What follows belongs to an exercise in optimizing a design on an open flow for small area and a short achievable clock period; a production flow would make more cautious choices. At most, simulation tests tie the RTL to the original design; equivalence was not proved.

## the baseline
## ctrl_unit
module ctrl_unit (
    input  logic               clk,
    input  logic               rst,
    input  logic [31:0]        pc,
    input  logic [31:0]        inst,
    input  logic [31:0]        imm,
    input  logic               alu_done,
    input  logic               mem_done,
    input  logic               jump_done,
    input  logic               is_jump,
    output logic               is_en,
    output logic [2:0]         imm_sel,
    output logic               alu_en,
    output logic               mem_en,
    output logic               jump_en,
    output logic [31:0]        pc_ctrl,
    output logic [31:0]        imm_ctrl,
    output logic [5-1:0] rs1_ctrl,
    output logic [5-1:0] rs2_ctrl,
    output logic [4:0]         jump_op,
    output logic [3:0]         alu_op,
    output logic               alu_use_pc,
    output logic               alu_use_imm,
    output logic               mem_we,
    output logic [2:0]         mem_bhw,
    output logic [2:0]         write_sel,
    output logic               reg_write,
    output logic [5-1:0] rd_ctrl
);
export LEC_CHECK = 0
export CAP_MARGIN = 20
export CORE_MARGIN = 2
export CORE_UTILIZATION = 65
export CTS_CLUSTER_DIAMETER = 200
export CTS_CLUSTER_SIZE = 25
export SETUP_SLACK_MARGIN = 1.7
export SLEW_MARGIN = 20
create_clock -name core_clock -period 5.0 [get_ports {clk}]
standard.sh (not shown) runs the stock make flow with config.mk's settings and CLKGATE_MAP_FILE= SYNTH_SCRIPT=/design/flow/synth_recipe.tcl, a recipe that flattens the netlist after the stock synthesis.
==> flow/flow/run.sh <==
#!/bin/bash
# Standard layout (standard.sh, all steps) with two changes:
# * plain buf_1 cells as the port buffers (the default pick is a slow delay buffer);
# * the platform's don't-use list extended with slow cells: those that stack
#   three or more transistors in series (wide OR/NOR, AOI/OAI with 3-input
#   groups) and the two-stage AND/OR-style cells, so that mapping and repair
#   build the decode logic from faster inverting gates.
# Registers come out of the standard synthesis unchanged.
set -euo pipefail
export BUFFER_PORTS_ARGS="-buffer_cell sky130_fd_sc_hd__buf_1"
PLATFORM_DONT_USE="sky130_fd_sc_hd__probe_p_8 sky130_fd_sc_hd__probec_p_8 sky130_fd_sc_hd__lpflow_bleeder_1 sky130_fd_sc_hd__lpflow_clkbufkapwr_1 sky130_fd_sc_hd__lpflow_clkbufkapwr_16 sky130_fd_sc_hd__lpflow_clkbufkapwr_2 sky130_fd_sc_hd__lpflow_clkbufkapwr_4 sky130_fd_sc_hd__lpflow_clkbufkapwr_8 sky130_fd_sc_hd__lpflow_clkinvkapwr_1 sky130_fd_sc_hd__lpflow_clkinvkapwr_16 sky130_fd_sc_hd__lpflow_clkinvkapwr_2 sky130_fd_sc_hd__lpflow_clkinvkapwr_4 sky130_fd_sc_hd__lpflow_clkinvkapwr_8 sky130_fd_sc_hd__lpflow_decapkapwr_12 sky130_fd_sc_hd__lpflow_decapkapwr_3 sky130_fd_sc_hd__lpflow_decapkapwr_4 sky130_fd_sc_hd__lpflow_decapkapwr_6 sky130_fd_sc_hd__lpflow_decapkapwr_8 sky130_fd_sc_hd__lpflow_inputiso0n_1 sky130_fd_sc_hd__lpflow_inputiso0p_1 sky130_fd_sc_hd__lpflow_inputiso1n_1 sky130_fd_sc_hd__lpflow_inputiso1p_1 sky130_fd_sc_hd__lpflow_inputisolatch_1 sky130_fd_sc_hd__lpflow_isobufsrc_1 sky130_fd_sc_hd__lpflow_isobufsrc_16 sky130_fd_sc_hd__lpflow_isobufsrc_2 sky130_fd_sc_hd__lpflow_isobufsrc_4 sky130_fd_sc_hd__lpflow_isobufsrc_8 sky130_fd_sc_hd__lpflow_isobufsrckapwr_16 sky130_fd_sc_hd__lpflow_lsbuf_lh_hl_isowell_tap_1 sky130_fd_sc_hd__lpflow_lsbuf_lh_hl_isowell_tap_2 sky130_fd_sc_hd__lpflow_lsbuf_lh_hl_isowell_tap_4 sky130_fd_sc_hd__lpflow_lsbuf_lh_isowell_4 sky130_fd_sc_hd__lpflow_lsbuf_lh_isowell_tap_1 sky130_fd_sc_hd__lpflow_lsbuf_lh_isowell_tap_2 sky130_fd_sc_hd__lpflow_lsbuf_lh_isowell_tap_4"
P=sky130_fd_sc_hd__
SLOW="${P}or3_* ${P}or3b_* ${P}or4_* ${P}or4b_* ${P}or4bb_* ${P}a2111o_* ${P}o41a_* ${P}a311o_* ${P}o311a_* ${P}o2111a_* ${P}a41o_* ${P}nor4_* ${P}nor4b_* ${P}nor4bb_* ${P}a2111oi_* ${P}o41ai_* ${P}and4bb_* ${P}and4b_* ${P}a221oi_* ${P}a222oi_* ${P}a221o_* ${P}o221ai_* ${P}o221a_* ${P}o2111ai_* ${P}a311oi_* ${P}o311ai_* ${P}a41oi_* ${P}nor3_* ${P}nor3b_* ${P}o32ai_* ${P}o32a_* ${P}a32oi_* ${P}a32o_* ${P}a21o_* ${P}a211o_* ${P}a31o_* ${P}o21a_* ${P}o211a_* ${P}o31a_* ${P}or2_* ${P}and3_* ${P}and3b_* ${P}and4_* ${P}a21bo_* ${P}o21ba_* ${P}a2bb2o_* ${P}o2bb2a_*"
bash standard.sh "BUFFER_PORTS_ARGS=$BUFFER_PORTS_ARGS" "DONT_USE_CELLS=$PLATFORM_DONT_USE $SLOW" finish > standard_flow.log 2>&1
The baseline finished every stage and its layout cleared the timing, DRC and antenna checks.
diff inputs: the baseline => the candidate
--- a/flow/design.v
+++ b/flow/design.v
@@ -178,17 +178,17 @@
     logic [4:0] dst_a, dst_m, dst_j;
     logic [1:0] t_a1, t_a2;          
     logic [1:0] t_m1, t_m2;          
     logic [1:0] t_j1, t_j2;          
     logic [1:0] w_am, w_ma, w_ja, w_jm;
     logic       jp;                  
     logic       stall, flush;
     logic       en_a, en_m, en_j, use0, use1;
-    logic       g_a, g_m, g_j;       
+    logic       el_a, el_m, el_j;
     logic [31:0] pc0, imm0, pc1, imm1;
     logic [4:0]  s1_0, s2_0, s1_1, s2_1;
     logic [4:0]  op0;
     logic [3:0]  op1;                
     assign jump_en = en_j;
     assign alu_en  = en_a;
     assign mem_en  = en_m;
     assign pc_ctrl  = ({32{use0}} & pc0)  | ({32{use1}} & pc1);
@@ -203,17 +203,21 @@
     assign mem_we      = en_m & op1[0];
     assign mem_bhw     = {3{en_m}} & op1[3:1];
     assign jump_op[4]   = (en_j & ~jp & op0[4]) | (en_j & jp & op1[3]);
     assign jump_op[3]   = 1'b0;
     assign jump_op[2:0] = ({3{en_j & ~jp}} & op0[2:0]) | ({3{en_j & jp}} & op1[2:0]);
     logic keep0, keep1;
     assign keep0 = (p_a & ~en_a) | (p_j & ~jp & ~en_j);
     assign keep1 = (p_m & ~en_m) | (p_j & jp & ~en_j);
-    assign reg_write = g_j | g_a | g_m;
+    logic g_a, g_m, g_j;
+    assign g_j = el_j;
+    assign g_a = el_a & ~el_j;
+    assign g_m = el_m & ~el_j & ~el_a;
+    assign reg_write = el_j | el_a | el_m;
     assign write_sel = {g_j, 1'b0, g_m};
     assign rd_ctrl   = ({5{g_a}} & dst_a) | ({5{g_m}} & dst_m) | ({5{g_j}} & dst_j);
     logic [6:0] opc;
     logic [2:0] f3;
     logic [6:0] f7;
     logic [4:0] rd;
     logic       c_alu, c_ld, c_st, c_br, c_jmp;
     logic       rdhit, hazard, go, is_a, is_m, is_j;
@@ -255,17 +259,17 @@
     assign h2_j = src2_nz & b_j & (dst_j == dec_src2);
     logic [1:0] x0, x1;
     assign x0 = {2{dst_nz}} & {dec_dst == s2_0, dec_dst == s1_0};
     assign x1 = {2{dst_nz}} & {dec_dst == s2_1, dec_dst == s1_1};
     logic       p_a_n, p_m_n, p_j_n, d_a_n, d_m_n, d_j_n, jp_n;
     logic [1:0] t_a1_n, t_a2_n, t_m1_n, t_m2_n, t_j1_n, t_j2_n;
     logic       rdy_a_n, rdy_m_n, rdy_j_n, en_a_n, en_m_n, en_j_n;
     logic       ra1_h, ra2_h, rm1_h, rm2_h;
-    logic       war_a_n, war_m_n, war_j_n, el_a_n, el_m_n, el_j_n;
+    logic       war_a_n, war_m_n, war_j_n;
     assign p_a_n = is_a | (p_a & ~en_a & ~g_a);
     assign p_m_n = is_m | (p_m & ~en_m & ~g_m);
     assign p_j_n = is_j | (p_j & ~en_j & ~g_j);
     assign d_a_n = ~g_a & (d_a | (b_a & alu_done));
     assign d_m_n = ~g_m & (d_m | (b_m & mem_done));
     assign d_j_n = ~g_j & (d_j | (b_j & jump_done));
     assign t_a1_n = p_a ? t_a1 & ~{g_j, g_m} : {h1_j & ~g_j, h1_m & ~g_m};
     assign t_a2_n = p_a ? t_a2 & ~{g_j, g_m} : {h2_j & ~g_j, h2_m & ~g_m};
@@ -283,27 +287,24 @@
     assign ra1_h = p_a & ~en_a & ~g_a & ~(|(t_a1 & ~{g_j, g_m}));
     assign ra2_h = p_a & ~en_a & ~g_a & ~(|(t_a2 & ~{g_j, g_m}));
     assign rm1_h = p_m & ~en_m & ~g_m & ~(|(t_m1 & ~{g_j, g_a}));
     assign rm2_h = p_m & ~en_m & ~g_m & ~(|(t_m2 & ~{g_j, g_a}));
     assign war_a_n = ~g_m & ((w_am[0] & rm1_h) | (w_am[1] & rm2_h));
     assign war_m_n = ~g_a & ((w_ma[0] & ra1_h) | (w_ma[1] & ra2_h));
     assign war_j_n = (~g_a & ((w_ja[0] & ra1_h) | (w_ja[1] & ra2_h))) |
                      (~g_m & ((w_jm[0] & rm1_h) | (w_jm[1] & rm2_h)));
-    assign el_a_n = d_a_n & ~war_a_n;
-    assign el_m_n = d_m_n & ~war_m_n;
-    assign el_j_n = d_j_n & ~war_j_n;
     always_ff @(posedge clk or posedge rst) begin
         if (rst) begin
             b_a <= 1'b0; b_m <= 1'b0; b_j <= 1'b0;
             d_a <= 1'b0; d_m <= 1'b0; d_j <= 1'b0;
             p_a <= 1'b0; p_m <= 1'b0; p_j <= 1'b0;
             en_a <= 1'b0; en_m <= 1'b0; en_j <= 1'b0;
             use0 <= 1'b0; use1 <= 1'b0;
-            g_a <= 1'b0; g_m <= 1'b0; g_j <= 1'b0;
+            el_a <= 1'b0; el_m <= 1'b0; el_j <= 1'b0;
             stall <= 1'b0;
             flush <= 1'b0;
         end else begin
             b_a <= is_a | (b_a & ~g_a);
             b_m <= is_m | (b_m & ~g_m);
             b_j <= is_j | (b_j & ~g_j);
             d_a <= d_a_n;
             d_m <= d_m_n;
@@ -311,19 +312,19 @@
             p_a <= p_a_n;
             p_m <= p_m_n;
             p_j <= p_j_n;
             en_a <= en_a_n;
             en_m <= en_m_n;
             en_j <= en_j_n;
             use0 <= en_a_n | (en_j_n & ~jp_n);
             use1 <= en_m_n | (en_j_n & jp_n);
-            g_j <= el_j_n;
-            g_a <= el_a_n & ~el_j_n;
-            g_m <= el_m_n & ~el_j_n & ~el_a_n;
+            el_a <= d_a_n & ~war_a_n;
+            el_m <= d_m_n & ~war_m_n;
+            el_j <= d_j_n & ~war_j_n;
             if (is_j)
                 stall <= 1'b1;
             else if (jump_done)
                 stall <= 1'b0;
             flush <= jump_done & is_jump;
         end
     end
     always_ff @(posedge clk) begin
==> notes.md <==
The baseline and the candidate ended up with roughly the same footprint of the flip-flops and latches. On worst-case clock skew, the candidate tracks the baseline almost exactly. Compare the baseline and the candidate | synthesized area higher: the candidate. Final-layout non-clock buffer area share in the candidate is 0.27 points higher than in the baseline. | post-layout minimum cycle time | the candidate vs the baseline | better |.
The RTL of the baseline was laid out without a check of its function.

-- static timing again, ports no longer ideal --
In the flow no input, the clock included, has a driving cell. The finished layouts below were timed again as built, in two steps.
Step 1 (the two cells are an assumption about what drives the block):
set clk [get_ports {clk}]
set_driving_cell -lib_cell sky130_fd_sc_hd__clkbuf_16 $clk
set_driving_cell -lib_cell sky130_fd_sc_hd__buf_2 [delete_from_list [all_inputs] $clk]
Step 2 moves the port delays by t, midway between the first and last clock arrival at a register: inputs arrive t later, outputs are due t later. That takes back most of the time a late clock gives input paths.
a / b / c = ideal ports / drivers / drivers and shift; a / b = the first two.
run	t, ns	setup slack, ns	hold slack, ns	clock arrival spread, ns	pins driven straight from the clock port
the baseline	0.503	1.650 / 1.605 / 1.500	0.474 / 0.474 / 0.474	0.025 / 0.026	1
the candidate	0.502	1.661 / 1.611 / 1.537	0.443 / 0.443 / 0.443	0.024 / 0.025	1
After both steps every run listed still meets setup and hold. The setup slack of the baseline, which loses most, moves by -0.045 ns with the drivers and by -0.150 ns with both steps.
